What follows belongs to an exercise in optimizing a design on an open flow for small area, a short achievable clock period and few clock cycles; a production flow would make more cautious choices. In this exercise RTL edits were held to simulation tests only and were not proved equivalent to the original. No activity file was given, so power comes from the tool's default toggle rates.

**flow/run.sh**
```bash
#!/bin/bash
set -euo pipefail
cd "$(dirname "$0")/.."
cat >> config.mk <<'EOC'
export SETUP_SLACK_MARGIN = 7.0
export BUFFER_PORTS_ARGS = -buffer_cell sky130_fd_sc_hd__buf_4
EOC
bash standard.sh > make.log 2>&1
```
**standard.sh**
```bash
#!/bin/bash
# synth_recipe.tcl (not shown) runs the flow's synth.tcl, then flattens the netlist and writes it again
# the make line also repeats each setting of config.mk as NAME=value (left out here)
make -C /OpenROAD-flow-scripts/flow DESIGN_CONFIG=/design/flow/config.mk WORK_HOME=/design/flow/orfs CLKGATE_MAP_FILE= SYNTH_SCRIPT=/design/flow/synth_recipe.tcl "${@:-finish}"
```
**config.mk**
```make
export PLATFORM = sky130hd
export DESIGN_NAME = ttl_cache_table
export DESIGN_NICKNAME = ttl_cache_table
export VERILOG_FILES = /design/flow/design.v
export SDC_FILE = /design/flow/constraint.sdc
export NUM_CORES = 4
export LEC_CHECK = 0
export ABC_CLOCK_PERIOD_IN_PS = 3000
export CAP_MARGIN = 40
export CORE_MARGIN = 2
export CORE_UTILIZATION = 55
export SLEW_MARGIN = 40
export SETUP_SLACK_MARGIN = 7.0
export BUFFER_PORTS_ARGS = -buffer_cell sky130_fd_sc_hd__buf_4
```
**constraint.sdc**
```tcl
create_clock -name core_clock -period 11.0 [get_ports {clk_i}]
set_input_delay 2.2000 -clock core_clock [delete_from_list [all_inputs] [get_ports {clk_i}]]
set_output_delay 2.2000 -clock core_clock [all_outputs]
set_load 0.01 [all_outputs]
```
**design.v**
```verilog
package ttl_pkg;
  localparam int unsigned Entries  = 16;
  localparam int unsigned IdxW     = (Entries > 1) ? $clog2(Entries) : 1;
  localparam int unsigned CntW     = $clog2(Entries + 1);
  localparam int unsigned ClockW   = 42;
  localparam int unsigned KeyW     = 64;
  localparam int unsigned DataW    = 64;
  localparam int unsigned TtlW     = 32;
  localparam int unsigned LimW     = 42;
  localparam int unsigned FindCap  = 16;
  localparam int unsigned MsPerS   = 1000;
  localparam logic [2:0] ReqTick   = 3'd0;
  localparam logic [2:0] ReqAdd    = 3'd1;
  localparam logic [2:0] ReqRemove = 3'd2;
  localparam logic [2:0] ReqFind   = 3'd3;
  localparam logic [2:0] ReqFlush  = 3'd4;
  localparam logic [1:0] StatOk      = 2'd0;
  localparam logic [1:0] StatInvalid = 2'd1;
  localparam logic [1:0] StatNoSpace = 2'd2;
  localparam logic KindData    = 1'b0;
  localparam logic KindSummary = 1'b1;
  typedef struct packed {
    logic [2:0]       req_type;
    logic [KeyW-1:0]  lookup_key;
    logic [DataW-1:0] entry_data;
    logic [TtlW-1:0]  ttl_seconds;
    logic [4:0]       max_matches;
  } req_t;
  typedef struct packed {
    logic             result_kind;
    logic [DataW-1:0] match_data;
    logic [1:0]       status;
    logic [4:0]       found_count;
    logic             last;
  } rsp_t;
  typedef struct packed {
    logic             load;       
    logic             tick;       
    logic             flush;      
    logic             scan_clr;   
    logic             scan_step;  
    logic             write;      
  } ctl_t;
  typedef struct packed {
    logic             scan_done;  
    logic             emit;       
  } sts_t;
endpackage
module ttl_cache_table (
  input  logic                      clk_i,
  input  logic                      rst_ni,
  input  logic                      req_valid_i,
  output logic                      req_stall_o,
  input  logic [2:0]                req_type_i,
  input  logic [ttl_pkg::KeyW-1:0]  req_key_i,
  input  logic [ttl_pkg::DataW-1:0] req_data_i,
  input  logic [ttl_pkg::TtlW-1:0]  req_ttl_i,
  input  logic [4:0]                req_max_i,
  output logic                      rsp_valid_o,
  input  logic                      rsp_stall_i,
  output logic                      rsp_kind_o,
  output logic [ttl_pkg::DataW-1:0] rsp_data_o,
  output logic [1:0]                rsp_status_o,
  output logic [4:0]                rsp_count_o,
  output logic                      rsp_last_o
);
  localparam int N  = ttl_pkg::Entries;
  localparam int KW = ttl_pkg::KeyW;
  localparam int DW = ttl_pkg::DataW;
  localparam int TW = ttl_pkg::TtlW;
  localparam int EW = KW + DW + TW + 10;   
  localparam int WP = 4;                   
  localparam int WS = N / WP;              
  function automatic logic [N-1:0] wp_before(input int ws);
    logic [N-1:0] m;
    m = '0;
    for (int p = 0; p < N; p++) if (p % ws == 0) m[(p + N - 1) % N] = 1'b1;
    wp_before = m;
  endfunction
  localparam logic [N-1:0] WpBefore = wp_before(WS);
  function automatic logic [N-1:0] turn(input logic [N-1:0] x);
    turn = {x[N-2:0], x[N-1]};
  endfunction
  function automatic logic [N-1:0] first(input logic [N-1:0] x,
                                         input logic [N-1:0] ge);
    logic [N-1:0] hi;
    hi = x & ge;
    first = (hi != '0) ? (hi & (~hi + 1'b1)) : (x & (~x + 1'b1));
  endfunction
  logic          r_v;
  logic [2:0]    r_type;
  logic [KW-1:0] r_key;
  logic [DW-1:0] r_data;
  logic [TW-1:0] r_ttl;
  logic [4:0]    r_max;
  logic          r_tz;     
  logic          r_add;    
  logic          stall_q;  
  logic [EW-1:0] cell_q [N];
  logic [3:0]    rot_q;
  logic [N-1:0]  ge_q;     
  logic          pb_v;
  logic [N-1:0]  pb_oh;    
  logic [EW-1:0] pb_q;
  logic [N-1:0]  old_q  [N];
  logic [N-1:0]  valid_q;
  logic [N-1:0]  born_q;
  logic [TW-1:0] sec_q;
  logic [9:0]    ms_q;
  logic [TW-1:0] psec_q;   
  logic [9:0]    pms_q;
  logic          y_v;
  logic [N-1:0]  y_mask;
  logic [N-1:0]  y_all;
  logic [4:0]    y_bud;
  logic          y_inv;
  logic          y_has;
  logic          o_v, o_kind;
  logic [DW-1:0] o_data;
  logic [1:0]    o_st;
  logic [4:0]    o_cnt;
  logic          s_v, s_kind;
  logic [N-1:0]  s_oh;     
  logic [1:0]    s_st;
  logic [4:0]    s_cnt;
  logic [N-1:0] ge_n;
  always_comb begin
    for (int p = 0; p < N; p++) ge_n[p] = 4'(p) >= 4'(rot_q + 1'b1);
  end
  logic [N-1:0] pbm;
  assign pbm = pb_oh & {N{pb_v}};
  logic [N-1:0] keq, teq;
  logic         pb_keq;
  always_comb begin
    for (int p = 0; p < N; p++) begin
      keq[p] = cell_q[p][EW-1 -: KW] == r_key;
      teq[p] = cell_q[p][TW+9:0] == {sec_q, ms_q};
    end
  end
  assign pb_keq = pb_q[EW-1 -: KW] == r_key;
  logic [N-1:0]  y_oh;
  logic          y_emit;
  logic [4:0]    y_cnt;
  logic [1:0]    y_st;
  assign y_oh   = first(y_mask, ge_q);
  assign y_emit = y_v && !s_v;
  always_comb begin
    y_cnt = '0;
    for (int i = 0; i < N; i++) y_cnt = y_cnt + 5'(y_all[i]);
  end
  assign y_st = y_inv ? ttl_pkg::StatInvalid :
                (y_mask != '0) ? ttl_pkg::StatNoSpace : ttl_pkg::StatOk;
  logic is_tick, is_add, is_rem, is_find, is_flush;
  assign is_tick  = r_type == ttl_pkg::ReqTick;
  assign is_add   = r_type == ttl_pkg::ReqAdd;
  assign is_rem   = r_type == ttl_pkg::ReqRemove;
  assign is_find  = r_type == ttl_pkg::ReqFind;
  assign is_flush = r_type == ttl_pkg::ReqFlush;
  logic pb_wr;
  assign pb_wr = (pbm & WpBefore) != '0;
  logic x_go;
  assign x_go        = r_v && !stall_q;
  assign req_stall_o = stall_q;
  logic [N-1:0] match;
  assign match = valid_q & ((keq & ~pbm) | (pbm & {N{pb_keq}}));
  logic [4:0] lim;
  assign lim = (r_max > 5'd16) ? 5'd16 : r_max;
  logic [N-1:0] cand, vict;
  always_comb begin
    for (int p = 0; p < N; p++) cand[p] = (old_q[p] == '0);
  end
  assign vict = (valid_q != '1) ? first(~valid_q, ge_q) : first(cand, ge_q);
  logic          do_add;
  logic [N-1:0]  we;
  assign do_add = x_go && r_add && !r_tz;
  assign we     = do_add ? vict : '0;
  logic r_load, r_v_n, r_add_n;
  assign r_load  = !r_v || x_go;
  assign r_v_n   = r_load ? req_valid_i : r_v;
  assign r_add_n = r_load ? (req_type_i == ttl_pkg::ReqAdd) : r_add;
  always_ff @(posedge clk_i or negedge rst_ni) begin
    if (!rst_ni) begin
      r_v <= 1'b0;
    end else begin
      r_v <= r_v_n;
    end
  end
  always_ff @(posedge clk_i) begin
    if (!r_v || x_go) begin
      r_type <= req_type_i;
      r_key  <= req_key_i;
      r_data <= req_data_i;
      r_ttl  <= req_ttl_i;
      r_max  <= req_max_i;
      r_tz   <= req_ttl_i == '0;
      r_add  <= r_add_n;
    end
  end
  always_ff @(posedge clk_i) begin
    for (int p = 0; p < N; p++) begin
      if (p % WS == 0 && pbm[(p + N - 1) % N]) begin
        cell_q[p] <= pb_q;
      end else begin
        cell_q[p] <= cell_q[(p + N - 1) % N];
      end
    end
  end
  logic         pb_v_n, pb_busy_n;
  logic [N-1:0] pb_oh_n;
  assign pb_v_n    = do_add || (pb_v && !pb_wr);
  assign pb_oh_n   = turn(do_add ? vict : pb_oh);
  assign pb_busy_n = pb_v_n && ((pb_oh_n & WpBefore) == '0);
  always_ff @(posedge clk_i or negedge rst_ni) begin
    if (!rst_ni) begin
      rot_q <= '0;
      ge_q  <= '1;
      pb_v  <= 1'b0;
    end else begin
      rot_q <= rot_q + 1'b1;
      ge_q  <= ge_n;
      pb_v  <= pb_v_n;
    end
  end
  always_ff @(posedge clk_i) begin
    pb_oh <= pb_oh_n;
    if (do_add) begin
      pb_q <= {r_key, r_data, psec_q + r_ttl, pms_q};
    end
  end
  logic [N-1:0] old_n [N];
  always_comb begin
    for (int p = 0; p < N; p++) begin
      for (int q = 0; q < N; q++) begin
        if (we[p])      old_n[p][q] = (p != q) && !born_q[q];
        else if (we[q]) old_n[p][q] = 1'b0;
        else            old_n[p][q] = old_q[p][q];
      end
    end
  end
  always_ff @(posedge clk_i) begin
    for (int p = 0; p < N; p++) begin
      old_q[(p + 1) % N] <= turn(old_n[p]);
    end
  end
  logic [N-1:0] valid_n, born_n;
  always_comb begin
    valid_n = valid_q;
    born_n  = born_q;
    if (x_go) begin
      if (is_tick) begin
        born_n  = '0;
        valid_n = valid_q & ~(teq & ~pbm);
      end
      if (is_flush) valid_n = '0;
      if (is_rem) valid_n = valid_q & ~match;
      if (do_add) begin
        valid_n = valid_q | vict;
        born_n  = born_q | vict;
      end
    end
  end
  always_ff @(posedge clk_i or negedge rst_ni) begin
    if (!rst_ni) begin
      valid_q <= '0;
      born_q  <= '0;
    end else begin
      valid_q <= turn(valid_n);
      born_q  <= turn(born_n);
    end
  end
  always_ff @(posedge clk_i or negedge rst_ni) begin
    if (!rst_ni) begin
      sec_q  <= '0;
      ms_q   <= '0;
      psec_q <= '1;
      pms_q  <= 10'd999;
    end else if (x_go && is_tick) begin
      if (ms_q == 10'd999) begin
        ms_q  <= '0;
        sec_q <= sec_q + 1'b1;
      end else begin
        ms_q  <= ms_q + 1'b1;
      end
      psec_q <= sec_q;
      pms_q  <= ms_q;
    end
  end
  logic x_find;
  assign x_find = is_find && (r_max != '0);
  logic y_v_n, y_has_n;
  always_comb begin
    y_v_n   = y_v;
    y_has_n = y_has;
    if (x_go) begin
      y_v_n   = 1'b1;
      y_has_n = x_find && (match != '0);
    end else if (y_emit) begin
      if (y_has) y_has_n = ((y_mask & ~y_oh) != '0) && (y_bud != 5'd1);
      else       y_v_n   = 1'b0;
    end
  end
  always_ff @(posedge clk_i or negedge rst_ni) begin
    if (!rst_ni) begin
      y_v <= 1'b0;
    end else begin
      y_v <= y_v_n;
    end
  end
  always_ff @(posedge clk_i) begin
    y_has <= y_has_n;
    if (x_go) begin
      y_mask <= turn(x_find ? match : '0);
      y_all  <= x_find ? match : '0;
      y_bud  <= lim;
      y_inv  <= (is_add && r_tz) || (is_find && r_max == '0) ||
                (r_type > ttl_pkg::ReqFlush);
    end else if (y_emit && y_has) begin
      y_mask <= turn(y_mask & ~y_oh);
      y_bud  <= y_bud - 1'b1;
    end else begin
      y_mask <= turn(y_mask);
    end
  end
  logic          d_kind;
  logic [N-1:0]  d_oh;
  logic [1:0]    d_st;
  logic [4:0]    d_cnt;
  logic [DW-1:0] d_data;
  assign d_kind = s_v ? s_kind : !y_has;
  assign d_oh   = s_v ? s_oh   : y_oh;
  assign d_st   = s_v ? s_st   : y_st;
  assign d_cnt  = s_v ? s_cnt  : y_cnt;
  always_comb begin
    d_data = '0;
    for (int p = 0; p < N; p++) begin
      d_data = d_data | (cell_q[p][EW-KW-1 -: DW] & {DW{d_oh[p] && !pbm[p]}});
    end
    if ((d_oh & pbm) != '0) d_data = pb_q[EW-KW-1 -: DW];
  end
  logic o_free, s_load, s_v_n, stall_n;
  assign o_free  = !o_v || !rsp_stall_i;
  assign s_load  = !s_v && y_emit && !o_free;
  assign s_v_n   = s_v ? !o_free : s_load;
  assign stall_n = r_v_n && ((y_v_n && (s_v_n || y_has_n)) ||
                             (r_add_n && pb_busy_n));
  always_ff @(posedge clk_i or negedge rst_ni) begin
    if (!rst_ni) begin
      o_v     <= 1'b0;
      s_v     <= 1'b0;
      stall_q <= 1'b0;
    end else begin
      s_v     <= s_v_n;
      stall_q <= stall_n;
      if (s_v) begin
        ;
      end else if (y_emit) begin
        if (o_free) o_v <= 1'b1;
      end else if (o_free) begin
        o_v <= 1'b0;
      end
    end
  end
  always_ff @(posedge clk_i) begin
    if (o_free && (s_v || y_emit)) begin
      o_kind <= d_kind;
      o_data <= d_kind ? '0 : d_data;
      o_st   <= d_kind ? d_st : ttl_pkg::StatOk;
      o_cnt  <= d_kind ? d_cnt : 5'd0;
    end
    s_oh <= turn(s_load ? y_oh : s_oh);
    if (s_load) begin
      s_kind <= !y_has;
      s_st   <= y_st;
      s_cnt  <= y_cnt;
    end
  end
  assign rsp_valid_o  = o_v;
  assign rsp_kind_o   = o_kind;
  assign rsp_data_o   = o_data;
  assign rsp_status_o = o_st;
  assign rsp_count_o  = o_cnt;
  assign rsp_last_o   = o_kind;
endmodule
```
==> metrics list, run 1 <==
* Total detailed-routing wirelength: between 400000 and 500000 µm
- The internal portion of the total power is approximately 23 mW.
- Port Buf Inserts: 246
- After global routing the overflow that remains totals 0.
- Vias per inst: ~6.3
- The final max-slew violation count is 0.
- Based on the critical path, the design can be clocked at up to roughly 0.24 GHz.
* First-pass GRT wire length: between 600000 and 700000 µm
* Via count of the first global-routing pass: around 87k
- Syn_area_per_cell: 11.5 µm²
- Kind of start point of the critical path: flip-flop
- Of the cells placed in the final design, the portion with a size suffix greater than 1 is between 10% and 20%.
- At the later pin of the worst-skew pair, clock insertion delay measures just over 1 ns.
- Net load switching power: 8.30 mW
* DRC Markers: 0
* Maximum count of clock buffers along a single path: 4
* Final Hold Violating Endpoints: 0
* Aggregate negative setup slack: 0 ns
- Type of the tightest min-delay check: flip-flop to flip-flop
- For hold timing, the worst endpoint is cell_q[2][106].
* Violation count after the first detailed-route iteration: roughly 12k
* Multiplexer fraction of the synthesized cell area: between 3 and 4%
- For this run, the share of the core covered by cells in the final layout is approximately 64%.
- Antenna violation net count after detailed routing: 0
- Worst Min Path Start: cell_q[1][106]
* Asr flop ratio synth: 3.91%
* Data arrival at the endpoint of the critical path: ~5.0 ns
- The worst setup path is of the flip-flop to flip-flop kind.
- Largest net degree at the start of global routing: between 100 and 150
- Part of the total power dissipated in sequential elements: 49.3%
* Largest area contributor in the netlist: sky130_fd_sc_hd__dfxtp_1
- In this run the static leakage power is around 56 nW.
- Worst Reg-to-Reg Cells: 11
- The root buffer cell chosen for the clock tree is sky130_fd_sc_hd__clkbuf_16.
- Worst slew margin relative to its limit: roughly a third
* Area share of the largest cell type after synthesis: 49.1%
- In this run the horizontal extent of the chip is between 400 and 500 µm.
* Length of the first detailed-routing pass in iterations: 9
- The synthesized netlist devotes less than 1% of its cell area to adder and majority cells.
* Post-synth EDFFs: around 440
- Maximum clock skew at final layout: slightly above 0.09 ns
- The total area inside the core boundary comes to roughly 220000 µm².
- Dividing the detail-routed wire length by the instance count gives approximately 35 µm.
- Of all nets on the critical path, the largest fanout is 17.
* Clock-pin slew on the worst setup and hold paths: approximately 0.070 ns
- By area, the combinational part of the netlist is dominated by XOR/XNOR gates.
* Layout net count: approximately 11k
- In this run, synthesis produced a sequential element count of ~3.6k.
- Net count after synthesis: 10.9k
* Post-synthesis share of cell area spent on and, or, nand and nor gates: between 10% and 20%
* # hold bufs at CTS: 0
* Crit path capture type: flip-flop
- Combinational share of power: 10.3%
* Proportion of power drawn by the clock network: about two fifths
* Number of standard-cell rows in the floorplan: approximately 170
- Most common cell in the netlist: sky130_fd_sc_hd__dfxtp_1
- In the synthesized netlist, the number of instances is around 11k.
- Tmin final: 4.16 ns
* Top cells by area in the synthesized netlist: sky130_fd_sc_hd__dfxtp_1 49%, sky130_fd_sc_hd__edfxtp_1 11%, sky130_fd_sc_hd__xnor2_1 8.4%
* Source of the worst register-to-register timing path: r_key[61]
* Destination of the worst register-to-register timing path: stall_q
- Xor/xnor share of the synthesized area: between 10% and 20%
- Final setup fails: 0
- Antenna violations before repair: 37
* Cell area after synthesis: ~120000 µm²
- Final hold analysis gives a worst-case slack of about 0.29 ns.
- Max Cap Viol: 0
- After synthesis, flip-flops and latches occupy 62.8% of the total area.
- The flow ran to the end and the layout has no timing, DRC or antenna violations.
* Initial core utilization: a little under three fifths
* Final GP Congestion: 1.03
- Total via count after detailed routing: 89.7k
- Area Growth Syn to Fin: 15.5%
- Largest vdd supply drop: between 0.15 and 0.2 mV
- Top flip-flop cell by instance count after synthesis: sky130_fd_sc_hd__dfxtp_1
- The wire-length estimate of the detail-placed layout is around 340000 µm.
- For this design, the sink count on the clock tree is ~3.6k.
* H-tree depth: 5
* Num CTS Buffers: 371
- Net switching is about a quarter of the power.
- R2r setup slk: between 6 and 7 ns
* Transition time at the pin with the least slew margin: 0.971 ns
* Post-layout power: 31.5 mW
- Yosys cell types: 96
- Pwr/cell area: 221 nW/µm²
* WHS Path Cells: 0
- Summing the areas of all compound-gate instances in the mapped netlist gives 8.31% of the synthesized area.
* Die outline height: about 480 µm
* Final clock period utilization by the worst path: between 30% and 40%
- The die covers 228000 µm².
- Commonest cells in the netlist: 3025 x sky130_fd_sc_hd__dfxtp_1, 1402 x sky130_fd_sc_hd__nand2_1, 1189 x sky130_fd_sc_hd__xnor2_1, 446 x sky130_fd_sc_hd__clkbuf_1, 442 x sky130_fd_sc_hd__edfxtp_1
- approximately 250 I/O pins were placed.
* Required @ worst endpoint: about 12 ns
* Total number of yosys warnings: 4
- For this run, the total global-route usage over all layers was measured as between 40% and 50%.
- Setup repair after global routing left no endpoint under its margin.
* Clock tree from TritonCTS: yes
-- power by group through the flow --
stage	logic (mW)	registers (mW)	clock network, mW
after global routing	3.31	15.6	13.2
after global placement	2.99	15.7	0
after floorplan	1.72	15.3	0
after detailed placement	3.01	15.7	0
after CTS	3.07	15.5	12.7
final	3.23	15.5	12.7
-- logic make-up (layout without fill, tap and decap cells) --
kind of cell	Yosys count	in the layout
mux	343	343
flops	3608	3608
buf+inv	813	1366
fa+ha+maj	54	54
xor+xnor	1593	1593
compound gates	1388	1391
simple gates	2891	2895
other cells	0	20
-- per-layer routing --
metal	vias up	track usage, %	routed length [µm]
met5	-	0	52
li1	38099	-	-
met3	1464	8.94	50600
met1	44096	55.8	193000
met2	6017	61.9	212000
met4	6	29.5	42100
-- layout by cell type, fill, tap and decap left out, types with 333 or more instances in the layout --
cell type | netlist | routed
sky130_fd_sc_hd__dfxtp_1 | 3025 | 3025
sky130_fd_sc_hd__nand2_1 | 1402 | 1394
sky130_fd_sc_hd__xnor2_1 | 1189 | 1166
sky130_fd_sc_hd__buf_4 | 8 | 466
sky130_fd_sc_hd__edfxtp_1 | 442 | 442
sky130_fd_sc_hd__nand4_1 | 423 | 423
sky130_fd_sc_hd__xor2_1 | 404 | 400
sky130_fd_sc_hd__clkbuf_16 | 0 | 389
sky130_fd_sc_hd__mux2_2 | 340 | 340
sky130_fd_sc_hd__nand3_1 | 333 | 333
-- state kept, by name (all words and copies together) (netlist names), 10 cells and up --
name	cells
s_oh	16
o_data	64
r_data	64
cell_q	2720
old_q	256
born_q	16
y_mask	16
ms_q	10
y_all	16
pb_q	170
psec_q	32
r_key	64
pms_q	10
sec_q	32
ge_q	15
valid_q	16
pb_oh	16
r_ttl	32
-- area by class of cell --
cell class,instances,area [µm²]
repair buffers,519,4360
flip-flops and latches,3608,77400
clock inverters,110,1210
inverters,190,774
diodes,20,50.0
clock buffers,547,11000
fillers,17414,80100
multi-input cells,6276,43900
well taps,2975,3720
-- worst max-delay path by stage --
stage	from	endpoint	slack, ns
6_report	r_key[61]	stall_q	6.84
5_1_grt	y_all[0]	o_cnt[1]	7.00
4_1_cts	ge_q[1]	o_data[10]	6.97
3_5_place_dp	y_mask[1]	o_data[58]	5.61
3_3_place_gp	ge_q[1]	o_data[13]	5.41
2_1_floorplan	rsp_stall_i	o_cnt[0]	7.15
-- worst max-delay path: stages (launching register included) --
cell and delay, ns:
sky130_fd_sc_hd__edfxtp_1 0.35, sky130_fd_sc_hd__buf_4 0.25, sky130_fd_sc_hd__xnor2_1 0.33, sky130_fd_sc_hd__nand4_1 0.44, sky130_fd_sc_hd__nor4_1 0.85, sky130_fd_sc_hd__nand4_1 0.44, sky130_fd_sc_hd__o32ai_4 0.57, sky130_fd_sc_hd__a222oi_1 0.21
sky130_fd_sc_hd__nand4_1 0.15, sky130_fd_sc_hd__or4b_2 0.14, sky130_fd_sc_hd__a311oi_1 0.09, sky130_fd_sc_hd__o21ai_0 0.21
-- through the flow --
step	cells	area (µm²)	setup WS, ns
after floorplan	10690	123000	7.15
after CTS	14186	142000	6.97
after global routing	14228	142000	7.00
after global placement	13488	128000	5.41
after detailed placement	13491	129000	5.61
final	14245	142000	6.84
-- timing repair --
item / 4_1_cts / 5_1_grt
setup endpoints to repair: 101 / 191
pin swaps: 11 / 17
gates resized for setup: 62 / 53
setup buffers: 32 / 28
cloned: 6 / 6
Testbench counts, summed over its fixed seeds: cycles 29,288.
==> run 2: changes to the inputs <==
--- a/design.v
+++ b/design.v
@@ -105,6 +105,8 @@
   logic [N-1:0]  old_q  [N];
   logic [N-1:0]  valid_q;
   logic [N-1:0]  born_q;
+  logic [N-1:0]  sm_q, nm_q;   
+  logic          pb_sm, pb_nm;
   logic [TW-1:0] sec_q;
   logic [9:0]    ms_q;
   logic [TW-1:0] psec_q;   
@@ -134,7 +136,7 @@
   always_comb begin
     for (int p = 0; p < N; p++) begin
       keq[p] = cell_q[p][EW-1 -: KW] == r_key;
-      teq[p] = cell_q[p][TW+9:0] == {sec_q, ms_q};
+      teq[p] = sm_q[p] && cell_q[p][9:0] == ms_q;
     end
   end
   assign pb_keq = pb_q[EW-1 -: KW] == r_key;
@@ -205,6 +207,36 @@
       end
     end
   end
+  logic          sec_inc, scan_eq, pb_sm_n;
+  logic [TW-1:0] new_lsec, sec_p1;
+  logic [N-1:0]  sm_n, nm_n;
+  assign sec_inc  = x_go && is_tick && ms_q == 10'd999;
+  assign sec_p1   = sec_q + 1'b1;
+  assign new_lsec = psec_q + r_ttl;
+  assign scan_eq  = cell_q[0][TW+9:10] == sec_p1;
+  assign pb_sm_n  = sec_inc ? pb_nm : pb_sm;
+  always_comb begin
+    sm_n = sec_inc ? nm_q : sm_q;
+    nm_n = nm_q;
+    nm_n[0] = scan_eq;
+  end
+  always_ff @(posedge clk_i) begin
+    for (int p = 0; p < N; p++) begin
+      if (p % WS == 0 && pbm[(p + N - 1) % N]) begin
+        sm_q[p] <= pb_sm_n;
+        nm_q[p] <= pb_nm;
+      end else begin
+        sm_q[p] <= sm_n[(p + N - 1) % N];
+        nm_q[p] <= nm_n[(p + N - 1) % N];
+      end
+    end
+    if (do_add) begin
+      pb_sm <= new_lsec == sec_q;
+      pb_nm <= new_lsec == sec_p1;
+    end else begin
+      pb_sm <= pb_sm_n;
+    end
+  end
   logic         pb_v_n, pb_busy_n;
   logic [N-1:0] pb_oh_n;
   assign pb_v_n    = do_add || (pb_v && !pb_wr);
@@ -224,7 +256,7 @@
   always_ff @(posedge clk_i) begin
     pb_oh <= pb_oh_n;
     if (do_add) begin
-      pb_q <= {r_key, r_data, psec_q + r_ttl, pms_q};
+      pb_q <= {r_key, r_data, new_lsec, pms_q};
     end
   end
   logic [N-1:0] old_n [N];
@@ -277,7 +309,7 @@
     end else if (x_go && is_tick) begin
       if (ms_q == 10'd999) begin
         ms_q  <= '0;
-        sec_q <= sec_q + 1'b1;
+        sec_q <= sec_p1;
       end else begin
         ms_q  <= ms_q + 1'b1;
       end
==> run 2 against run 1 <==
Net effect:
- critical path depth grew 3
- global-route usage shrank 2.3 points
- utilization shrank 0.096 points
==> metrics list, run 2 <==
- The run finished with no timing, DRC or antenna violations.
* Largest vdd supply drop: 0.183 mV (-0.52%)
- Insertion delay of the later-clocked pin in the worst-skew pair: 0.99 ns (-0.02 ns)
- Summed over all instances, the cell type with the most area after synthesis is sky130_fd_sc_hd__dfxtp_1.
- Max Cap Viol: 0 (unchanged)
* Most common cell in the netlist: sky130_fd_sc_hd__dfxtp_1
* Commonest cells in the netlist: 3058 x sky130_fd_sc_hd__dfxtp_1, 1544 x sky130_fd_sc_hd__nand2_1, 905 x sky130_fd_sc_hd__xnor2_1, 465 x sky130_fd_sc_hd__clkbuf_1, 443 x sky130_fd_sc_hd__edfxtp_1
* Fraction of the core area covered by cells at the end of the flow: 63.9% (-0.096 points)
- The fraction of final layout cells with drive strength greater than 1 was 15.3% (+0.19 points).
- Length of the first detailed-routing pass in iterations: 10 (+1)
- The number of distinct standard cells referenced by the synthesized netlist came to 95 (-1.0%).
- The portion of the post-synthesis area used by sequential elements was 64.4% (+1.6 points).
- The number of core rows is 172 (-0.58%).
* First-pass GRT wire length: 637000 µm (-6.1%)
* Post-DP HPWL: 313000 µm (-8.7%)
- The worst max-slew margin expressed relative to the limit was 34.0% (-0.69 points).
- The mean post-synth cell area is 11.6 µm² (+0.36%).
- Wire length per cell after detailed routing: 33.3 µm (-4.8%)
* Cells traversed along the worst timing path: buf_6, buf_6, xnor2_1, nand4_1, nor4_2, nand4_1, buf_4, o22ai_1, buf_4, a22oi_1, nand4_1, o311ai_0, a311oi_1, o21bai_1
- Count of state elements after synthesis: 3642 (+0.94%)
* Fin worst setup slack: 6.89 ns (+0.0473 ns)
- Net count after synthesis: 10.7k (-1.9%)
* Flip-flop count of the largest register, all copies and words added: 2720 (unchanged)
- Num CTS Buffers: 368 (-0.81%)
- Die outline height: 474 µm (-0.81%)
- Root buffer cell: sky130_fd_sc_hd__clkbuf_16
- The count of port buffers added during placement came to 246 (unchanged).
- Post-layout power: 31.5 mW (+0.16%)
- Top cells by area in the synthesized netlist: sky130_fd_sc_hd__dfxtp_1 50%, sky130_fd_sc_hd__edfxtp_1 11%, sky130_fd_sc_hd__xnor2_1 6.5%
* Total detailed-routing wirelength: 463000 µm (-7.0%)
- The clock tree buffer depth was 4 (unchanged).
- Worst setup path category: flip-flop to flip-flop
- Die span in x: 474 µm (-0.81%)
* Final Hold Violating Endpoints: 0 (unchanged)
- The transition time at the pin with the least slew margin came to 0.989 ns (+0.0173 ns).
- The count of vias placed by the detailed router was 87.5k (-2.4%).
- The slowest stage of the critical path belongs to the cell sky130_fd_sc_hd__a311oi_1.
* Largest net degree at the start of global routing: 114 (-11%)
* Asr flop ratio synth: 3.87% (-0.036 points)
- Final GP Congestion: 1.08 (+4.6%)
* Area Growth Syn to Fin: 15.6%
* Largest register by flop count: cell_q
- Registers with the highest flip-flop counts: cell_q: 2720 flops, old_q: 256 flops, pb_q: 170 flops
* Initial core utilization: 55.3% (-0.16 points)
- The number of H-tree branching levels was 5 (unchanged).
* I/O pin count: 247 (unchanged)
- Sink count of the clock tree: 3642 (+0.94%)
* Post-synth EDFFs: 443 (+0.23%)
- Top flip-flop cell by instance count after synthesis: sky130_fd_sc_hd__dfxtp_1
* Maximum clock skew at final layout: 0.0895 ns (-0.00344 ns)
- The finished layout cell area was 140000 µm² (-1.5%).
- The proportion of netlist area held by the largest area contributor was 50.4% (+1.4 points).
- The critical path arrival is 4.95 ns (-0.06 ns).
- Vias per inst: 6.29 (about the same)
- The final max-slew violation count was 0 (unchanged).
- DRC Markers: 0 (unchanged)
- Leaving out fill and tap cells, the most frequent cell in the layout is sky130_fd_sc_hd__dfxtp_1.
* Critical path's largest stage delay: 0.40 ns (-0.45 ns)
- Placed cell areas: 127000 µm² (-1.7%)
- Setup repair after global routing could not meet its margin everywhere.
* Crit path capture type: flip-flop
- Total GRT Usage: 39.9% (-2.3 points)
* Post-synthesis cell count: 10.5k (-2.0%)
* Tmin final: 4.11 ns (-0.0473 ns)
- The remaining global-route overflow is 0 (unchanged).
- The maximum fanout along the worst path was 16 (-1).
- The path class of the tightest hold or removal check is flip-flop to flip-flop.
* # hold bufs at CTS: 0 (unchanged)
- Kind of start point of the critical path: flip-flop
* Commonest cells after routing, fill and taps aside: 3058 x sky130_fd_sc_hd__dfxtp_1, 1536 x sky130_fd_sc_hd__nand2_1, 893 x sky130_fd_sc_hd__xnor2_1
* Final setup fails: 0 (unchanged)
- Clock-pin slew on the worst setup and hold paths: 0.06 ns (about the same)
* Die area: 224000 µm² (-1.6%)
- The number of antenna violations at the first check in global routing came to 36 (-2.7%).
- The number of DRC violations after detailed-routing iteration 0 came to 12.6k (+2.9%).
- TritonCTS built the clock tree.
- Cell area after synthesis: 121000 µm² (-1.6%)
- The post-route setup TNS came to 0 ns (unchanged).
- Pre-CTS setup slack: 5.86 ns (+0.252 ns)
* Static Leakage: 55.0 nW (-1.5%)
- Required @ worst endpoint: 11.83 ns (-0.02 ns)
* Final clock period utilization by the worst path: 37.4% (-0.43 points)
- Fmax: 0.243 GHz (+1.2%)
- By instance count, the cell type seen most on the critical path is sky130_fd_sc_hd__nand4_1.
* Total number of yosys warnings: 4 (unchanged)
* Via count of the first global-routing pass: 84.5k (-2.9%)
* Antenna violation net count after detailed routing: 0 (unchanged)
- Pwr/cell area: 225 nW/µm² (+1.7%)
* Layout net count: 11.0k (-2.1%)
* Placeable core area: 220000 µm² (-1.4%)
run 2: changes by cell type after synthesis, moves of 39 or more:
cell | previous run | this run
sky130_fd_sc_hd__a222oi_1 | 70 | 168
sky130_fd_sc_hd__xor2_1 | 404 | 265
sky130_fd_sc_hd__nand2_1 | 1402 | 1544
sky130_fd_sc_hd__xnor2_1 | 1189 | 905
sky130_fd_sc_hd__a22oi_1 | 126 | 87
sky130_fd_sc_hd__a221oi_1 | 166 | 42
sky130_fd_sc_hd__o21ai_1 | 24 | 70
sky130_fd_sc_hd__nand4_1 | 423 | 326
sky130_fd_sc_hd__nor4_1 | 259 | 216
run 2: timing repair:
action                     4_1_cts  5_1_grt
setup buffers                   15       21
setup endpoints to repair      380      300
gates cloned                     5        8
resized for setup               84       70
pin swaps                       14       15
run 2: area by class of cell:
cell class,instances,area (µm²)
repair buffers,500,4290
inverters,174,691
clock inverters,135,1520
diodes,11,27.5
well taps,2871,3590
fillers,17150,79200
flip-flops and latches,3642,78100
multi-input cells,6050,41200
clock buffers,527,10900
run 2: worst paths after layout:
kind	slack [ns]	depth (start not counted)	from	to
max	6.89	14	r_key[32]	stall_q
min	0.30	0	cell_q[4][19]	cell_q[5][19]
max reg2reg	6.89	14	r_key[32]	stall_q
min reg2reg	0.30	0	cell_q[4][19]	cell_q[5][19]
max in group asynchronous	8.15	3	rst_ni	r_v
min in group asynchronous	1.13	1	rst_ni	sec_q[0]
run 2: logic make-up after synthesis:
group / count (synthesis) / synth area share [%]
fa+ha+maj: 54 / 0.625
xor+xnor: 1178 / 8.59
compound gates: 1438 / 8.87
simple gates: 3018 / 11.7
buf+inv: 793 / 2.59
flops: 3642 / 64.4
mux: 355 / 3.29
run 2: layer usage:
metal	track usage (%)	vias to the layer above	part of all wire (%)
met5	0.324	-	0.074
met2	58.9	5632	42
met3	9.36	1298	11
met4	22.0	32	6.8
met1	54.1	43209	40
li1	-	37342	-
run 2: worst max-delay path: cells and delay by family, from the launching register on:
kind                      cells  cell delay, ns
xor gates and xnor gates      1            0.17
buffers and inverters         4            1.14
AOI/OAI and AO/OA             5            1.25
DFF                           1            0.38
and+or+nand+nor               4            0.98
run 2: per-stage QoR:
step / std cells / hold WS (ns)
after floorplan: 10478 / 0.310
after global placement: 13177 / 0.310
after detailed placement: 13187 / 0.312
after CTS: 13869 / 0.291
after global routing: 13901 / 0.291
final: 13910 / 0.299
run 2: where the power goes:
part           leakage [nW]  internal [mW]  switching [mW]
sequential             30.9           14.6            1.05
clock                  6.10           7.55            5.25
combinational          18.0           1.13            1.89
total                  55.0           23.3            8.18
Testbench counts of run 2, summed over its fixed seeds: cycles 29,288.
==> run 3: changes to the inputs <==
--- a/design.v
+++ b/design.v
@@ -84,8 +84,17 @@
   function automatic logic [N-1:0] first(input logic [N-1:0] x,
                                          input logic [N-1:0] ge);
     logic [N-1:0] hi;
-    hi = x & ge;
-    first = (hi != '0) ? (hi & (~hi + 1'b1)) : (x & (~x + 1'b1));
+    logic [N:0]   phi, px;
+    hi     = x & ge;
+    phi[0] = 1'b0;
+    px[0]  = 1'b0;
+    for (int p = 0; p < N; p++) begin
+      phi[p + 1] = phi[p] | hi[p];
+      px[p + 1]  = px[p] | x[p];
+    end
+    for (int p = 0; p < N; p++) begin
+      first[p] = x[p] && (ge[p] ? !phi[p] : (!phi[N] && !px[p]));
+    end
   endfunction
   logic          r_v;
   logic [2:0]    r_type;
@@ -95,6 +104,8 @@
   logic [4:0]    r_max;
   logic          r_tz;     
   logic          r_add;    
+  logic          r_t1;     
+  logic          r_t2;     
   logic          stall_q;  
   logic [EW-1:0] cell_q [N];
   logic [3:0]    rot_q;
@@ -174,17 +185,20 @@
   assign vict = (valid_q != '1) ? first(~valid_q, ge_q) : first(cand, ge_q);
   logic          do_add;
   logic [N-1:0]  we;
-  assign do_add = x_go && r_add && !r_tz;
+  assign do_add = r_add && !stall_q;
   assign we     = do_add ? vict : '0;
   logic r_load, r_v_n, r_add_n;
   assign r_load  = !r_v || x_go;
   assign r_v_n   = r_load ? req_valid_i : r_v;
-  assign r_add_n = r_load ? (req_type_i == ttl_pkg::ReqAdd) : r_add;
+  assign r_add_n = r_load ? (req_valid_i && req_type_i == ttl_pkg::ReqAdd &&
+                             req_ttl_i != '0) : r_add;
   always_ff @(posedge clk_i or negedge rst_ni) begin
     if (!rst_ni) begin
-      r_v <= 1'b0;
+      r_v   <= 1'b0;
+      r_add <= 1'b0;
     end else begin
-      r_v <= r_v_n;
+      r_v   <= r_v_n;
+      r_add <= r_add_n;
     end
   end
   always_ff @(posedge clk_i) begin
@@ -195,7 +209,8 @@
       r_ttl  <= req_ttl_i;
       r_max  <= req_max_i;
       r_tz   <= req_ttl_i == '0;
-      r_add  <= r_add_n;
+      r_t1   <= req_ttl_i == 32'd1;
+      r_t2   <= req_ttl_i == 32'd2;
     end
   end
   always_ff @(posedge clk_i) begin
@@ -231,8 +246,8 @@
       end
     end
     if (do_add) begin
-      pb_sm <= new_lsec == sec_q;
-      pb_nm <= new_lsec == sec_p1;
+      pb_sm <= ms_q == 10'd0 && r_t1;
+      pb_nm <= (ms_q == 10'd0) ? r_t2 : r_t1;
     end else begin
       pb_sm <= pb_sm_n;
     end
@@ -354,7 +369,7 @@
     end
   end
   logic          d_kind;
-  logic [N-1:0]  d_oh;
+  logic [N-1:0]  d_oh, d_sel;
   logic [1:0]    d_st;
   logic [4:0]    d_cnt;
   logic [DW-1:0] d_data;
@@ -363,11 +378,11 @@
   assign d_st   = s_v ? s_st   : y_st;
   assign d_cnt  = s_v ? s_cnt  : y_cnt;
   always_comb begin
-    d_data = '0;
+    d_sel  = d_oh & {N{!d_kind}};
+    d_data = pb_q[EW-KW-1 -: DW] & {DW{(d_sel & pbm) != '0}};
     for (int p = 0; p < N; p++) begin
-      d_data = d_data | (cell_q[p][EW-KW-1 -: DW] & {DW{d_oh[p] && !pbm[p]}});
+      d_data = d_data | (cell_q[p][EW-KW-1 -: DW] & {DW{d_sel[p] && !pbm[p]}});
     end
-    if ((d_oh & pbm) != '0) d_data = pb_q[EW-KW-1 -: DW];
   end
   logic o_free, s_load, s_v_n, stall_n;
   assign o_free  = !o_v || !rsp_stall_i;
@@ -395,7 +410,7 @@
   always_ff @(posedge clk_i) begin
     if (o_free && (s_v || y_emit)) begin
       o_kind <= d_kind;
-      o_data <= d_kind ? '0 : d_data;
+      o_data <= d_data;
       o_st   <= d_kind ? d_st : ttl_pkg::StatOk;
       o_cnt  <= d_kind ? d_cnt : 5'd0;
     end
==> flow/run.sh (replaced) <==
#!/bin/bash
set -euo pipefail
cd "$(dirname "$0")/.."
cat >> config.mk <<'EOC'
export SETUP_SLACK_MARGIN = 7.3
export BUFFER_PORTS_ARGS = -buffer_cell sky130_fd_sc_hd__buf_4
EOC
bash standard.sh > make.log 2>&1
--- a/config.mk
+++ b/config.mk
@@ -10,5 +10,5 @@
 export CORE_MARGIN = 2
 export CORE_UTILIZATION = 55
 export SLEW_MARGIN = 40
-export SETUP_SLACK_MARGIN = 7.0
+export SETUP_SLACK_MARGIN = 7.3
 export BUFFER_PORTS_ARGS = -buffer_cell sky130_fd_sc_hd__buf_4
==> run 3 against run 2 <==
Net effect:
- register-to-register slack improved by 0.15 ns
- cell area down 0.42%
- synthesized cell count decreased by 0.57%
- highest routed layer unchanged
- largest cell class unchanged
- critical endpoint unchanged
==> metrics list, run 3 <==
- STA classifies the critical path endpoint as a flip-flop.
- Among all flip-flop cells after synthesis, the most frequent one is sky130_fd_sc_hd__dfxtp_1.
- sky130_fd_sc_hd__dfxtp_1 is the most common cell in the netlist.
- The fraction of power spent switching nets was 25.3% (-0.72 points).
- Die area: 222000 µm² (-0.91%)
* Proportion of power drawn by the clock network: 41.3% (+0.7 points)
- Kind of start point of the critical path: flip-flop
* Critical path's largest stage delay: 0.56 ns (+0.16 ns)
* Number of standard-cell rows in the floorplan: 171 (-0.58%)
- The leakage power is 55.3 nW (+0.68%).
* Via count of the first global-routing pass: 82.1k (-2.8%)
- Vias per inst: 6.16 (-2.1%)
- Data arrival at the endpoint of the critical path: 4.84 ns (-0.11 ns)
- Pre-CTS setup slack: 5.71 ns (-0.154 ns)
- Sorting the synthesized cells by how often they occur yields 3058 x sky130_fd_sc_hd__dfxtp_1, 1580 x sky130_fd_sc_hd__nand2_1, 968 x sky130_fd_sc_hd__xnor2_1, 528 x sky130_fd_sc_hd__nand3_1, 444 x sky130_fd_sc_hd__edfxtp_1.
* Grt total ovfl: 0 (unchanged)
- The clock latency on the worst-skew pair is 0.99 ns (about the same).
- Crit path max fanout: 19 (+3)
- The clock input transition at the sequential cells of the worst setup and hold paths was 0.06 ns (about the same).
- The total wirelength of the detailed-routed design came to 450000 µm (-2.8%).
* Largest register by flop count: cell_q
- The power per unit of standard cell area was 219 nW/µm² (-2.4%).
* Largest net degree at the start of global routing: 89 (-22%)
* Fin worst setup slack: 7.03 ns (+0.149 ns)
* Number of cells in the design after placement: 13.1k (-0.71%)
* Proportion of layout cells with a drive suffix above 1: 15.4% (+0.080 points)
- The total half-perimeter wirelength after legalization and detailed placement was 306000 µm (-2.3%).
- Violation count after the first detailed-route iteration: 11.0k (-13%)
- Sink count of the clock tree: 3644 (+0.055%)
- The number of hold-slack violations in the final timing report came to 0 (unchanged).
- Result of the run: no timing/DRC/antenna violations
- Die span in x: 472 µm (-0.45%)
- The number of antenna violations at the first check in global routing came to 26 (-28%).
- Port Buf Inserts: 246 (unchanged)
- Final GP Congestion: 1.12 (+3.5%)
* Die outline height: 472 µm (-0.45%)
* Asr flop ratio synth: 3.90% (+0.025 points)
* Worst setup path category: flip-flop to flip-flop
- The post-route antenna net violation count came to 0 (unchanged).
* Area share of the largest cell type after synthesis: 50.9% (+0.47 points)
- Yosys cell types: 87 (-8.4%)
- The count of buffering cells on the critical path with inverters included was 2 (-2).
- The part of the total power dissipated in combinational logic is 8.2% (-1.4 points).
- In the layout the commonest cells are 3058 x sky130_fd_sc_hd__dfxtp_1, 1570 x sky130_fd_sc_hd__nand2_1, 920 x sky130_fd_sc_hd__xnor2_1.
* Max-slew violations: 0 (unchanged)
- Registers with the highest flip-flop counts: cell_q: 2720 flops, old_q: 256 flops, pb_q: 170 flops
- RSZ-0062 raised after global routing: true
- The non-filler instance count after layout was 13.8k (-0.58%).
- Required @ worst endpoint: 11.88 ns (+0.05 ns)
- TritonCTS built the clock tree.
* Slowest-stage cell, CP: sky130_fd_sc_hd__nand4_1
- Count of state elements after synthesis: 3644 (+0.055%)
* Net count after synthesis: 10.6k (-0.55%)
- The portion of the clock cycle consumed by the worst path in the final layout came to 36.1% (-1.4 points).
- The worst clock skew came to 0.0941 ns (+0.00457 ns).
- The average detailed-routed wire length per instance came to 32.5 µm (-2.2%).
- Aggregate negative setup slack: 0 ns (unchanged)
- The mean post-synth cell area came to 11.5 µm² (-0.34%).
- The count of flip-flops with a built-in enable after synthesis was 444 (+0.23%).
- By instance count, the cell type seen most on the critical path is sky130_fd_sc_hd__nand4_1.
* Cell family with the largest share of critical-path delay: simple AND/OR/NAND/NOR gates
- Fmax: 0.252 GHz (+3.7%)
- The remaining design rule violation count was 0 (unchanged).
- Length of the first detailed-routing pass in iterations: 9 (-1)
* Transition time at the pin with the least slew margin: 1.04 ns (+0.0553 ns)
- Largest vdd supply drop: 0.186 mV (+1.7%)
* Max Cap Viol: 0 (unchanged)
- Initial core utilization: 55.4% (+0.087 points)
* Net load switching power: 7.74 mW (-5.5%)
* I/O pin count: 247 (unchanged)
- The final period demand of the worst path came to 3.97 ns (-0.149 ns).
* Root buffer cell: sky130_fd_sc_hd__clkbuf_16
- The number of warnings reported in the yosys synthesis log was 4 (unchanged).
- The part of the total power dissipated in sequential elements came to 50.5% (+0.7 points).
* Final setup fails: 0 (unchanged)
- Leaving out fill and tap cells, the most frequent cell in the layout is sky130_fd_sc_hd__dfxtp_1.
- The clock tree buffer depth came to 4 (unchanged).
- Ranked by total cell area, the synthesized netlist is headed by sky130_fd_sc_hd__dfxtp_1 51%, sky130_fd_sc_hd__edfxtp_1 11%, sky130_fd_sc_hd__xnor2_1 7.1%.
- Placeable core area: 217000 µm² (-1.1%)
- The CTS buffer count was 369 (+0.27%).
- The count of vias placed by the detailed router was 85.2k (-2.7%).
* Worst slew margin relative to its limit: 29.8% (-4.1 points)
* Internal power summed over all cells: 22.9 mW (-1.8%)
* Post-synthesis cell count: 10.4k (-0.57%)
- The first-pass GRT wire length was 621000 µm (-2.5%).
- H-tree depth: 5 (unchanged)
- Cells traversed along the worst timing path: buf_6, xnor2_4, nand4_1, nor4_1, nand4_1, o32ai_2, buf_4, a22oi_1, nand4_1, o311ai_1, o211ai_1, a32o_1
- Area Growth Syn to Fin: 16.2%
* Total GRT Usage: 39.3% (-0.62 points)
- Flip-flop count of the largest register, all copies and words added: 2720 (unchanged)
- Largest area contributor in the netlist: sky130_fd_sc_hd__dfxtp_1
- Cell area after synthesis: 120000 µm² (-0.91%)
* Post-layout power: 30.6 mW (-2.8%)
* Layout net count: 10.9k (-0.57%)
* Sequential share of the synthesized area: 65.0% (+0.64 points)
- Type of the tightest min-delay check: flip-flop to flip-flop
[run 3: cell type report]
| cell class | count | area (µm²) |
|---|---|---|
| timing repair buffer | 488 | 4460 |
| inverter | 151 | 584 |
| multi-input combinational | 6018 | 40600 |
| clock inverter | 124 | 1280 |
| antenna | 11 | 27.5 |
| fill | 16781 | 77500 |
| sequential | 3644 | 78200 |
| tap | 2854 | 3570 |
| clock buffer | 539 | 11000 |
[run 3: logic make-up (layout without fill, tap and decap cells)]
logic type | Yosys count | after routing | synth area share [%]
compound gates | 1359 | 1362 | 7.97
xor+xnor | 1206 | 1206 | 8.78
fa+ha+maj | 55 | 55 | 0.641
buf+inv | 761 | 1302 | 2.56
flops | 3644 | 3644 | 65.0
mux | 348 | 348 | 3.25
other cells | 0 | 11 | 0
simple gates | 3045 | 3047 | 11.8
[run 3: metal layers]
layer	track usage, %	wire [µm]	share of wire, %	vias to the layer above
met4	24.2	32700	7.3	10
met3	8.78	45600	10	1170
met2	58.3	193000	43	5164
met5	0	69	0.015	-
li1	-	-	-	36857
met1	52.4	179000	40	41975
[run 3: repair_timing]
action,in CTS,in global routing
setup endpoints to repair,237,308
hold buffers,0,0
setup buffers,27,27
pin swaps,31,23
resized for setup,200,72
gates cloned,4,2
[run 3: final timing paths]
kind                            slack [ns]             end  depth (start not counted)           start
worst min register to register        0.27  cell_q[11][12]                          0  cell_q[10][12]
min in group asynchronous             1.30       born_q[3]                          1          rst_ni
max in group asynchronous             8.42        sec_q[0]                          2          rst_ni
worst min-delay path                  0.27  cell_q[11][12]                          0  cell_q[10][12]
worst max-delay path                  7.03         stall_q                         12       r_key[11]
worst max register to register        7.03         stall_q                         12       r_key[11]
[run 3: power by group through the flow]
stage          clock network, mW  registers (mW)  logic [mW]
3_3_place_gp                   0            15.7        2.28
6_report                    12.7            15.5        2.51
3_5_place_dp                   0            15.7        2.30
4_1_cts                     12.7            15.4        2.39
5_1_grt                     13.2            15.5        2.55
2_1_floorplan                  0            15.3        1.25
[run 3: through the flow]
stage | hold slack [ns] | cell area, µm² | utilization, %
after floorplan | 0.310 | 120000 | -
after global placement | 0.310 | 125000 | 57.5
after detailed placement | 0.312 | 125000 | 57.8
after CTS | 0.275 | 139000 | 64.1
after global routing | 0.282 | 140000 | 64.3
final | 0.273 | 140000 | 64.3
Testbench counts of run 3, summed over its fixed seeds: cycles 29,288.
==> run 4: changes to the inputs <==
--- a/config.mk
+++ b/config.mk
@@ -9,6 +9,8 @@
 export CAP_MARGIN = 40
 export CORE_MARGIN = 2
 export CORE_UTILIZATION = 55
+export CTS_CLUSTER_DIAMETER = 80
+export CTS_CLUSTER_SIZE = 24
 export SLEW_MARGIN = 40
 export SETUP_SLACK_MARGIN = 7.3
 export BUFFER_PORTS_ARGS = -buffer_cell sky130_fd_sc_hd__buf_4
==> run 4 against run 3 <==
Net effect:
- still clean on timing, DRC and antenna
- sequential cell count stayed put
- cell area shrank 4.5%
- synthesized cell count unchanged
- routed wire length fell by 1.0%
- cell count down 2.2%
- non-clock buffer count grew 43
- utilization shrank 2.9 points
- die area unchanged
- largest cell class unchanged
==> metrics list, run 4 <==
- The portion of the clock cycle consumed by the worst path in the final layout is 35.0% (-1.1 points).
* RSZ-0062 raised after global routing: true
- Largest vdd supply drop: 0.145 mV (-22%)
- The worst clock skew is 0.0503 ns (-0.0438 ns).
- Most common cell in the netlist: sky130_fd_sc_hd__dfxtp_1
* Post-synth EDFFs: 444 (unchanged)
- Kind of start point of the critical path: flip-flop
- The largest net degree at the start of global routing came to 89 (unchanged).
- The worst-case setup margin in the final layout is 7.15 ns (+0.118 ns).
* Top flip-flop cell by instance count after synthesis: sky130_fd_sc_hd__dfxtp_1
* Sequential share of the synthesized area: 65.0% (unchanged)
- I/O pin count: 247 (unchanged)
* Post-DP HPWL: 306000 µm (unchanged)
- Crit path max fanout: 12 (-7)
- The area growth from synthesis to layout is 11.0%.
* Type of the tightest min-delay check: flip-flop to flip-flop
- Antenna violations before repair: 29 (+12%)
- The run finished with no timing, DRC or antenna violations.
- Violation count after the first detailed-route iteration: 11.4k (+3.9%)
- The remaining design rule violation count came to 0 (unchanged).
* Transition time at the pin with the least slew margin: 0.993 ns (-0.0506 ns)
* Total GRT Usage: 38.9% (-0.40 points)
- The count of port buffers added during placement is 246 (unchanged).
- Internal power summed over all cells: 18.7 mW (-18%)
* Aggregate negative setup slack: 0 ns (unchanged)
- The slowest stage of the critical path is the sky130_fd_sc_hd__xnor2_1 cell.
- Max-slew violations: 0 (unchanged)
* Via count of the first global-routing pass: 79.6k (-3.1%)
- The number of storage elements in the synthesis netlist is 3644 (unchanged).
- Antenna violation net count after detailed routing: 0 (unchanged)
* Commonest cells in the netlist: 3058 x sky130_fd_sc_hd__dfxtp_1, 1580 x sky130_fd_sc_hd__nand2_1, 968 x sky130_fd_sc_hd__xnor2_1, 528 x sky130_fd_sc_hd__nand3_1, 444 x sky130_fd_sc_hd__edfxtp_1
* Length of the first detailed-routing pass in iterations: 13 (+4)
- Registers with the highest flip-flop counts: cell_q: 2720 flops, old_q: 256 flops, pb_q: 170 flops
* Switching power share of the total: 26.8% (+1.5 points)
- The flip-flop count of the largest register after layout is 2720 (unchanged).
- First-pass GRT wire length: 613000 µm (-1.3%)
- The number of hold-slack violations in the final timing report is 0 (unchanged).
- The leakage power was 52.2 nW (-5.7%).
* Tmin final: 3.85 ns (-0.118 ns)
- The hold-fix buffer count after cts came to 0 (unchanged).
- The die area is 222000 µm² (unchanged).
- Required @ worst endpoint: 11.82 ns (-0.06 ns)
- In the layout the commonest cells are 3058 x sky130_fd_sc_hd__dfxtp_1, 1569 x sky130_fd_sc_hd__nand2_1, 904 x sky130_fd_sc_hd__xnor2_1.
- Final GP Congestion: 1.12 (unchanged)
- The clock latency on the worst-skew pair came to 0.92 ns (-0.07 ns).
* Final setup fails: 0 (unchanged)
- Maximum count of clock buffers along a single path: 3 (-1)
- The switching power of the nets was 6.85 mW (-11%).
- The number of H-tree branching levels was 4 (-1).
- Post-synthesis cell count: 10.4k (unchanged)
* Pre-CTS setup slack: 5.71 ns (unchanged)
* Num CTS Buffers: 177 (-52%)
- Proportion of layout cells with a drive suffix above 1: 13.2% (-2.1 points)
* Proportion of power drawn by the clock network: 29.7% (-12 points)
* Critical path's largest stage delay: 0.52 ns (-0.04 ns)
- Vias per inst: 6.19 (+0.52%)
- The count of vias placed by the detailed router is 83.7k (-1.7%).
* Worst slew margin relative to its limit: 33.3% (+3.5 points)
* Total detailed-routing wirelength: 445000 µm (-1.0%)
* Top cells by area in the synthesized netlist: sky130_fd_sc_hd__dfxtp_1 51%, sky130_fd_sc_hd__edfxtp_1 11%, sky130_fd_sc_hd__xnor2_1 7.1%
- Largest register by flop count: cell_q
- Die outline height: 472 µm (unchanged)
* Root buffer cell: sky130_fd_sc_hd__clkbuf_16
- Asr flop ratio synth: 3.90% (unchanged)
* Data arrival at the endpoint of the critical path: 4.66 ns (-0.18 ns)
* Layout net count: 10.8k (-1.4%)
- The highest clock rate came to 0.260 GHz (+3.1%).
* Clock-pin slew on the worst setup and hold paths: 0.10 ns (+0.04 ns)
* Die span in x: 472 µm (unchanged)
- Clock tree from TritonCTS: yes
* Total number of yosys warnings: 4 (unchanged)
- Leaving out fill and tap cells, the most frequent cell in the layout is sky130_fd_sc_hd__dfxtp_1.
- The number of core rows is 171 (unchanged).
- Wire length per cell after detailed routing: 32.9 µm (+1.2%)
- The post-synthesis instance area came to 120000 µm² (unchanged).
- Combinational share of power: 9.9% (+1.7 points)
- Largest area contributor in the netlist: sky130_fd_sc_hd__dfxtp_1
- Area share of the largest cell type after synthesis: 50.9% (unchanged)
* Grt total ovfl: 0 (unchanged)
- The part of the total power dissipated in sequential elements was 60.4% (+9.9 points).
* Syn_area_per_cell: 11.5 µm² (unchanged)
- Pwr/cell area: 192 nW/µm² (-13%)
* Max Cap Viol: 0 (unchanged)
* Yosys cell types: 87 (unchanged)
- Initial core utilization: 55.4% (unchanged)
- Walking the worst path, the cells encountered are buf_4, buf_4, xnor2_1, nand4_1, nor4_4, nand4_1, o22ai_1, buf_4, a22oi_1, nand4_1, o311ai_2, o211ai_1, a32o_1.
- The net count of the mapped netlist is 10.6k (unchanged).
* Worst setup path category: flip-flop to flip-flop
* Sink count of the clock tree: 3644 (unchanged)
- The area of the core region came to 217000 µm² (unchanged).
* Crit path capture type: flip-flop
[run 4: final timing paths]
check | start | to | slack, ns | cells after the start
min in group asynchronous | rst_ni | born_q[4] | 1.35 | 1
setup / recovery | r_key[12] | stall_q | 7.15 | 13
setup reg to reg | r_key[12] | stall_q | 7.15 | 13
max in group asynchronous | rst_ni | sec_q[0] | 8.41 | 2
hold reg to reg | cell_q[2][12] | cell_q[3][12] | 0.32 | 0
hold / removal | cell_q[2][12] | cell_q[3][12] | 0.32 | 0
[run 4: timing repair]
item / CTS / global route
setup endpoints to repair: 225 / 247
buffers inserted: 32 / 63
gates resized for setup: 194 / 125
gates cloned: 5 / 3
pin swaps: 30 / 39
[run 4: worst max-delay path, delay by kind of cell (launching register included)]
family	cells	cell delay [ns]
and+or+nand+nor	4	1.12
AOI/OAI and AO/OA	5	0.90
buffers and inverters	3	0.80
xor gates and xnor gates	1	0.52
DFF	1	0.38
[run 4: layout make-up]
type | instances | area (µm²)
Clock inverter | 29 | 409
Clock buffer | 287 | 5000
Fill cell | 17431 | 83700
Multi-Input combinational cell | 6018 | 40900
Inverter | 151 | 603
Antenna cell | 9 | 22.5
Timing Repair Buffer | 531 | 4830
Sequential cell | 3644 | 78200
Tap cell | 2854 | 3570
[run 4: kinds of logic (layout without fill, tap and decap cells)]
| family | count (synthesis) | after routing | synth area share [%] |
|---|---|---|---|
| flops | 3644 | 3644 | 65.0 |
| buf+inv | 761 | 998 | 2.56 |
| compound gates | 1359 | 1362 | 7.97 |
| simple gates | 3045 | 3047 | 11.8 |
| fa+ha+maj | 55 | 55 | 0.641 |
| xor+xnor | 1206 | 1206 | 8.78 |
| other cells | 0 | 9 | 0 |
| mux | 348 | 348 | 3.25 |
[run 4: stage by stage]
| stage | total power [mW] | std cells | instance area [µm²] | utilization, % | hold slack [ns] |
|---|---|---|---|---|---|
| global placement | 17.9 | 13081 | 125000 | 57.5 | 0.310 |
| detailed placement | 18.0 | 13094 | 125000 | 57.8 | 0.312 |
| floorplan | 16.6 | 10418 | 120000 | - | 0.310 |
| finish | 25.6 | 13523 | 133000 | 61.5 | 0.321 |
| CTS | 25.4 | 13447 | 132000 | 60.9 | 0.319 |
| global route | 26.2 | 13515 | 133000 | 61.5 | 0.325 |
[run 4: power groups by stage]
stage / clock (mW) / combinational [mW] / sequential (mW)
after floorplan: 0 / 1.25 / 15.3
after global placement: 0 / 2.28 / 15.7
after detailed placement: 0 / 2.30 / 15.7
after CTS: 7.62 / 2.39 / 15.4
after global routing: 8.09 / 2.59 / 15.5
final: 7.58 / 2.54 / 15.4
[run 4: routing by layer]
metal	part of all wire (%)	GRT usage [%]
met5	0.032	0
met4	7.0	21.9
met1	40	52.8
met3	10	8.26
met2	43	57.9
==> run 5: changes to the inputs <==
--- a/design.v
+++ b/design.v
@@ -142,15 +142,38 @@
   end
   logic [N-1:0] pbm;
   assign pbm = pb_oh & {N{pb_v}};
-  logic [N-1:0] keq, teq;
-  logic         pb_keq;
+  logic r_load, r_v_n, r_add_n, do_add;
+  logic [N-1:0] keq, teq, keq_n, keq_h;
+  logic         pb_keq, pb_keq_n, in_pb, in_r;
+  logic [N-1:0] in_c;
   always_comb begin
     for (int p = 0; p < N; p++) begin
-      keq[p] = cell_q[p][EW-1 -: KW] == r_key;
-      teq[p] = sm_q[p] && cell_q[p][9:0] == ms_q;
+      teq[p]  = sm_q[p] && cell_q[p][9:0] == ms_q;
+      in_c[p] = cell_q[p][EW-1 -: KW] == req_key_i;
+    end
+  end
+  assign in_pb = pb_q[EW-1 -: KW] == req_key_i;
+  assign in_r  = r_key == req_key_i;
+  always_comb begin
+    for (int p = 0; p < N; p++) begin
+      if (p % WS == 0 && pbm[(p + N - 1) % N]) begin
+        keq_n[p] = in_pb;
+        keq_h[p] = pb_keq;
+      end else begin
+        keq_n[p] = in_c[(p + N - 1) % N];
+        keq_h[p] = keq[(p + N - 1) % N];
+      end
+    end
+  end
+  assign pb_keq_n = do_add ? in_r : in_pb;
+  always_ff @(posedge clk_i) begin
+    if (r_load) begin
+      keq    <= keq_n;
+      pb_keq <= pb_keq_n;
+    end else begin
+      keq    <= keq_h;
     end
   end
-  assign pb_keq = pb_q[EW-1 -: KW] == r_key;
   logic [N-1:0]  y_oh;
   logic          y_emit;
   logic [4:0]    y_cnt;
@@ -183,11 +206,9 @@
     for (int p = 0; p < N; p++) cand[p] = (old_q[p] == '0);
   end
   assign vict = (valid_q != '1) ? first(~valid_q, ge_q) : first(cand, ge_q);
-  logic          do_add;
   logic [N-1:0]  we;
   assign do_add = r_add && !stall_q;
   assign we     = do_add ? vict : '0;
-  logic r_load, r_v_n, r_add_n;
   assign r_load  = !r_v || x_go;
   assign r_v_n   = r_load ? req_valid_i : r_v;
   assign r_add_n = r_load ? (req_valid_i && req_type_i == ttl_pkg::ReqAdd &&
@@ -407,13 +428,20 @@
       end
     end
   end
-  always_ff @(posedge clk_i) begin
-    if (o_free && (s_v || y_emit)) begin
+  always_ff @(posedge clk_i or negedge rst_ni) begin
+    if (!rst_ni) begin
+      o_kind <= 1'b0;
+      o_data <= '0;
+      o_st   <= '0;
+      o_cnt  <= '0;
+    end else if (o_free && (s_v || y_emit)) begin
       o_kind <= d_kind;
       o_data <= d_data;
       o_st   <= d_kind ? d_st : ttl_pkg::StatOk;
       o_cnt  <= d_kind ? d_cnt : 5'd0;
     end
+  end
+  always_ff @(posedge clk_i) begin
     s_oh <= turn(s_load ? y_oh : s_oh);
     if (s_load) begin
       s_kind <= !y_has;
--- a/config.mk
+++ b/config.mk
@@ -9,8 +9,6 @@
 export CAP_MARGIN = 40
 export CORE_MARGIN = 2
 export CORE_UTILIZATION = 55
-export CTS_CLUSTER_DIAMETER = 80
-export CTS_CLUSTER_SIZE = 24
 export SLEW_MARGIN = 40
 export SETUP_SLACK_MARGIN = 7.3
 export BUFFER_PORTS_ARGS = -buffer_cell sky130_fd_sc_hd__buf_4
==> run 5 against run 4 <==
Net effect:
- total power grew 22%
- cell count grew 8.8%
- critical endpoint is now rsp_data_o[3]
- highest routed layer unchanged
- worst hold slack lost 0.037 ns
- utilization grew 2.8 points
- sequential power is essentially flat
- setup slack gained 0.00077 ns
- largest power group unchanged
- first-iteration DRC count grew 12%
- die area grew 1.5%
- fmax is essentially flat
==> metrics list, run 5 <==
- Data arrival at the endpoint of the critical path: 1.65 ns (-3.01 ns)
- The remaining design rule violation count is 0 (unchanged).
- Vias per inst: 6.32 (+2.0%)
- The number of endpoints failing setup at the final stage was 0 (unchanged).
- Critical path origin: o_data[3]
- The critical path in this run is classified as flip-flop to output port.
- The horizontal die dimension was 475 µm (+0.75%).
- Clock tree from TritonCTS: yes
* Type of the tightest min-delay check: flip-flop to flip-flop
- The count of flip-flops with a built-in enable after synthesis was 373 (-16%).
- The final max-slew violation count is 0 (unchanged).
- The final weighted congestion of routability-driven global placement is 1.05 (-6.0%).
- Placeable core area: 220000 µm² (+1.4%)
- Wire length per cell after detailed routing: 33.5 µm (+1.9%)
- Footprint of the multi-input gates: 41500 µm² (+1.7%)
- Transition time at the pin with the least slew margin: 1.11 ns (+0.112 ns)
- Number of fill cells in the layout: 17.2k (-1.3%)
- The CTS buffer count was 372 (+110%).
- Among all stages on the critical path, the largest delay is contributed by sky130_fd_sc_hd__dfrtp_2.
- The fraction of power spent switching nets came to 25.5% (-1.3 points).
- The non-filler instance count after layout was 14.7k (+8.8%).
- The area growth from synthesis to layout is 15.9%.
- Kind of start point of the critical path: flip-flop
* Part of the total power dissipated in sequential elements: 50.5% (-9.9 points)
- In this run the most critical hold path is launched from cell_q[1][28].
* Largest area contributor in the netlist: sky130_fd_sc_hd__dfxtp_1
- The cell area after placement was 127000 µm² (+1.4%).
* Insertion delay of the later-clocked pin in the worst-skew pair: 0.98 ns (+0.06 ns)
- Total via count after detailed routing: 92.9k (+11%)
* Maximum clock skew at final layout: 0.0756 ns (+0.0253 ns)
* First-pass GRT wire length: 676000 µm (+10%)
* Tmin final: 3.85 ns (-0.000770 ns)
- Syn_area_per_cell: 10.9 µm² (-5.2%)
* Root buffer cell: sky130_fd_sc_hd__clkbuf_16
- The number of sinks handled by clock tree synthesis came to 3661 (+0.47%).
- Counting instances in the post-synthesis netlist gives the leading cell types as 3074 x sky130_fd_sc_hd__dfxtp_1, 2086 x sky130_fd_sc_hd__nand2_1, 615 x sky130_fd_sc_hd__xnor2_1, 573 x sky130_fd_sc_hd__o21ai_0, 540 x sky130_fd_sc_hd__clkbuf_1.
- The number of warnings reported in the yosys synthesis log was 4 (unchanged).
- The remaining global-route overflow was 0 (unchanged).
- Pwr/cell area: 220 nW/µm² (+15%)
- The die area is 226000 µm² (+1.5%).
* Asr flop ratio synth: 5.85% (+1.9 points)
- Result of the run: no timing/DRC/antenna violations
* Number of standard-cell rows in the floorplan: 172 (+0.58%)
* Via count of the first global-routing pass: 89.0k (+12%)
- Registers with the highest flip-flop counts: cell_q: 2720 flops, old_q: 256 flops, pb_q: 170 flops
* Fmax: 0.260 GHz (about the same)
- Antenna violation net count after detailed routing: 0 (unchanged)
* Yosys cell types: 92 (+5.7%)
- Final Hold Violating Endpoints: 0 (unchanged)
==> run 5: cell count changes in the layout (fill, tap and decap cells not counted), sizes merged, moves of 123 or more <==
cell / delta
clkbuf: +271
mux2: -169
nand2: +508
nand3: -123
o21ai: +163
xnor2: -353
xor2: +286
==> run 5: final timing paths <==
kind,slack (ns),end,depth (start not counted)
hold / removal,0.28,cell_q[2][28],0
max in group asynchronous,8.43,sec_q[1],2
min in group asynchronous,1.26,o_cnt[1],1
setup reg to reg,7.33,stall_q,9
hold reg to reg,0.28,cell_q[2][28],0
setup / recovery,7.15,rsp_data_o[3],2
==> run 5: final cells by class <==
| class | instances | area share [%] |
|---|---|---|
| Antenna cell | 51 | 0.0902 |
| Timing Repair Buffer | 532 | 3.40 |
| Clock buffer | 559 | 7.91 |
| Multi-Input combinational cell | 6626 | 29.4 |
| Sequential cell | 3661 | 55.3 |
| Clock inverter | 110 | 0.742 |
| Tap cell | 2958 | 2.62 |
| Inverter | 212 | 0.601 |
==> run 5: what timing repair did <==
item | 4_1_cts | 5_1_grt
buffers inserted | 55 | 37
pin swaps | 18 | 11
gates cloned | 4 | 5
endpoints found under the setup margin | 248 | 269
hold buffers | 0 | 0
gates resized for setup | 156 | 74
==> run 5: cells by family (layout without fill, tap and decap cells) <==
family / Yosys count / in the layout / synth area share (%)
compound gates: 1696 / 1700 / 9.45
other cells: 0 / 51 / 0
mux: 193 / 193 / 1.76
xor+xnor: 1139 / 1139 / 8.17
buf+inv: 872 / 1413 / 2.78
flops: 3661 / 3661 / 64.0
fa+ha+maj: 55 / 55 / 0.631
simple gates: 3537 / 3539 / 13.2
==> run 5: power groups by stage <==
stage	combinational (mW)	sequential [mW]	clock (mW)
floorplan	1.42	15.5	0
global placement	2.39	15.9	0
detailed placement	2.42	15.9	0
CTS	2.59	15.7	12.7
global route	2.87	15.8	13.2
finish	2.74	15.7	12.7
==> run 5: metal layers <==
metal	vias up	track usage [%]	wire length [µm]
li1	39258	-	-
met1	45280	54.5	189000
met2	6632	61.6	208000
met3	1699	13.6	59400
met4	28	27.6	37000
met5	-	0	215
==> run 5: stage by stage <==
step | total power [mW] | setup slack (ns) | hold WS [ns]
detailed placement | 18.4 | 6.13 | 0.312
global route | 31.9 | 7.11 | 0.300
finish | 31.1 | 7.15 | 0.284
CTS | 31.0 | 7.12 | 0.287
floorplan | 16.9 | 7.11 | 0.310
global placement | 18.3 | 5.85 | 0.310
Testbench counts of run 5, summed over its fixed seeds: cycles 29,288.

Re-timed with assumed drivers on the ports (clkbuf_16 on the clock, buf_2 on other inputs), run 5 has 7.050 ns of setup slack against 7.152 ns with ideal ports, and 6.163 ns once port delays also move by the mid clock arrival of 1.046 ns.
